Background: an optimization exercise with open tools, aiming at small area. Do not read the settings as production practice.
Only simulation tests tie the RTL to the original design; equivalence was not proved.
Power and IR drop assume default switching activity.

== lane 1 ==
==> flow/design.v (excerpt) <==
module qoiEncoderTop (
	input logic clk,
	input logic reset,
	input logic pixelValid,
	input qoiPkg::pixelT pixelData,
	input logic pixelLast,
	output logic pixelReady,
	output logic byteValid,
	output logic [7:0] byteData,
	output logic byteLast,
	input logic byteReady
);
	localparam int W = 26;
	localparam int N = 64;
	typedef enum logic [2:0] {
		S_IDLE,
		S_RUN,
		S_LOOK,
		S_BYTES,
		S_ACC,
		S_END,
		S_CLRW,
		S_CLEAR
	} stateT;
	stateT state;
	logic [5:0] slot;
	logic [N*W-1:0] ringD;
	logic [N-1:0] ringV;
	logic [31:0] prev;
	logic [5:0] run;
	logic [2:0] pos;
	logic hitF;
	logic lastF;
	logic [7:0] r, g, b, a;
	logic [5:0] h;
	logic [W-1:0] headD;
	logic headV;
	logic rep;
	logic [5:0] runNext;
	logic [7:0] dr, dg, db, dgr, dgb;
	logic alphaSame, diffFits, lumaFits;
	logic hit, atSlot, wr, clr;
	logic advance;
	logic [2:0] nBytes;
	logic [7:0] opByte;
	assign r = pixelData.r;
	assign g = pixelData.g;
	assign b = pixelData.b;
	assign a = pixelData.a;
	assign h = (r[5:0] + {r[4:0], 1'b0}) + (g[5:0] + {g[3:0], 2'b0})
		+ ({b[2:0], 3'b0} - b[5:0]) + (a[5:0] + {a[4:0], 1'b0} + {a[2:0], 3'b0});
	assign headD = ringD[N*W-1 -: W];
  ...
Size: roughly 2500 cells after synthesis, roughly 1800 flip-flops, ~48 I/O pins.
export LEC_CHECK = 0
export CAP_MARGIN = 20
export CORE_MARGIN = 2
export CORE_UTILIZATION = 50
export PLACE_DENSITY = 0.65
export SLEW_MARGIN = 20
create_clock -name core_clock -period 11.0 [get_ports {clk}]
standard.sh (not shown) runs the stock make flow with config.mk's settings and CLKGATE_MAP_FILE= SYNTH_SCRIPT=/design/flow/synth_recipe.tcl, a recipe that flattens the netlist after the stock synthesis.
==> flow/flow/run.sh <==
#!/bin/bash
# The standard layout (standard.sh) with three changes:
# - synthesis maps logic with an area-oriented abc script (flow/synth_area.tcl);
# - the clock tree is built from clkbuf_8 leaf buffers driving clusters of up to 20
#   flip-flops, without dummy loads;
# - the port buffers are buf_1.
# make and every tool it runs log to orfs/logs/; the make output is in flow.log.
set -euo pipefail
here=$(pwd)
export AREA_ABC_SCRIPT=$here/flow/abc_area.script
export FLOW_SYNTH_TCL=$here/synth_recipe.tcl
bash standard.sh \
  "SYNTH_SCRIPT=$here/flow/synth_area.tcl" \
  "CTS_ARGS=-sink_clustering_enable -repair_clock_nets -dont_use_dummy_load -buf_list sky130_fd_sc_hd__clkbuf_8 -sink_clustering_size 20 -sink_clustering_max_diameter 60" \
  "BUFFER_PORTS_ARGS=-buffer_cell sky130_fd_sc_hd__buf_1" \
  finish > flow.log 2>&1
==> flow/flow/abc_area.script <==
strash
dc2
dch -f
map -a
strash
dc2
dch -f
map -a
strash
balance
rewrite
refactor
balance
rewrite
rewrite -z
balance
refactor -z
rewrite -z
balance
dch -f
map -a
topo
==> flow/flow/synth_area.tcl <==
# The standard synthesis (synth_recipe.tcl, which sources ORFS's synth.tcl) with one change:
# abc runs an area-oriented script (flow/abc_area.script) in place of ORFS's speed script.
# Every other pass, and so every register and its name, is the standard synthesis's.
proc abc {args} {
  set i [lsearch -exact $args -script]
  if { $i >= 0 } { lset args [expr { $i + 1 }] $::env(AREA_ABC_SCRIPT) }
  yosys abc {*}$args
}
source $::env(FLOW_SYNTH_TCL)
Lane 1 | status: complete | timing, DRC, antenna: pass
## Diff of input files: lane 2 against lane 1
==> flow/flow/run.sh <==
#!/bin/bash
# The standard layout with two changes: the clock tree is built from clkbuf_8 leaf buffers
# driving clusters of up to 20 flip-flops, without dummy loads, and the port buffers are buf_1.
set -euo pipefail
bash standard.sh \
  "CTS_ARGS=-sink_clustering_enable -repair_clock_nets -dont_use_dummy_load -buf_list sky130_fd_sc_hd__clkbuf_8 -sink_clustering_size 20 -sink_clustering_max_diameter 60" \
  "BUFFER_PORTS_ARGS=-buffer_cell sky130_fd_sc_hd__buf_1" \
  finish > flow.log 2>&1
removed: flow/flow/abc_area.script
removed: flow/flow/synth_area.tcl
Notes after the runs:
Of lane 1 and lane 2, lane 2 shows the lower sequential share of layout area, with lane 1 above it. Lane 2 finished end to end and its layout was clean on timing, DRC and antenna. The higher count of inserted tapcells of lane 1 and lane 2 is in lane 2. Lane 1 ended up with sky130_fd_sc_hd__o41ai_1 as its worst-path cell with the longest stage delay; lane 2 ended up with sky130_fd_sc_hd__or4b_2. Between lane 1 and lane 2, cell count after synthesis is lower for lane 1, lane 2 comes in above that. Internal power component (higher): lane 2. In lane 2, ratio of final minimum period to clock period is higher than in lane 1. More vias were needed by lane 2 than by lane 1. Sort lane 1 and lane 2 by total chip power, ascending, and lane 1 comes first. Higher area of all placed cells without fillers goes to lane 2 over lane 1.

[re-timing with driven ports]
No port has a modelled driver above. Below, the same layouts with a new extraction and two added sets of constraints.
Step 1 (the two cells are an assumption about what drives the block):
set clk [get_ports {clk}]
set_driving_cell -lib_cell sky130_fd_sc_hd__clkbuf_16 $clk
set_driving_cell -lib_cell sky130_fd_sc_hd__buf_2 [delete_from_list [all_inputs] $clk]
Step 2 also shifts input and output timing later by t, the mid clock arrival at the registers, as if the neighbouring blocks saw the same clock.
a / b / c = ideal / step 1 / step 2; a / b = the first two.
| run | shift t [ns] | setup slack, ns | cell pins on the clock port's net |
|---|---|---|---|
| lane 1 | 0.733 | 0.501 / 0.475 / 0.475 | 1 |
| lane 2 | 0.744 | 0.439 / 0.372 / 0.372 | 1 |
After both steps setup and hold are still met in every run listed. The setup slack of lane 2, which loses most, moves by -0.067 ns with the drivers and by -0.067 ns with both steps.
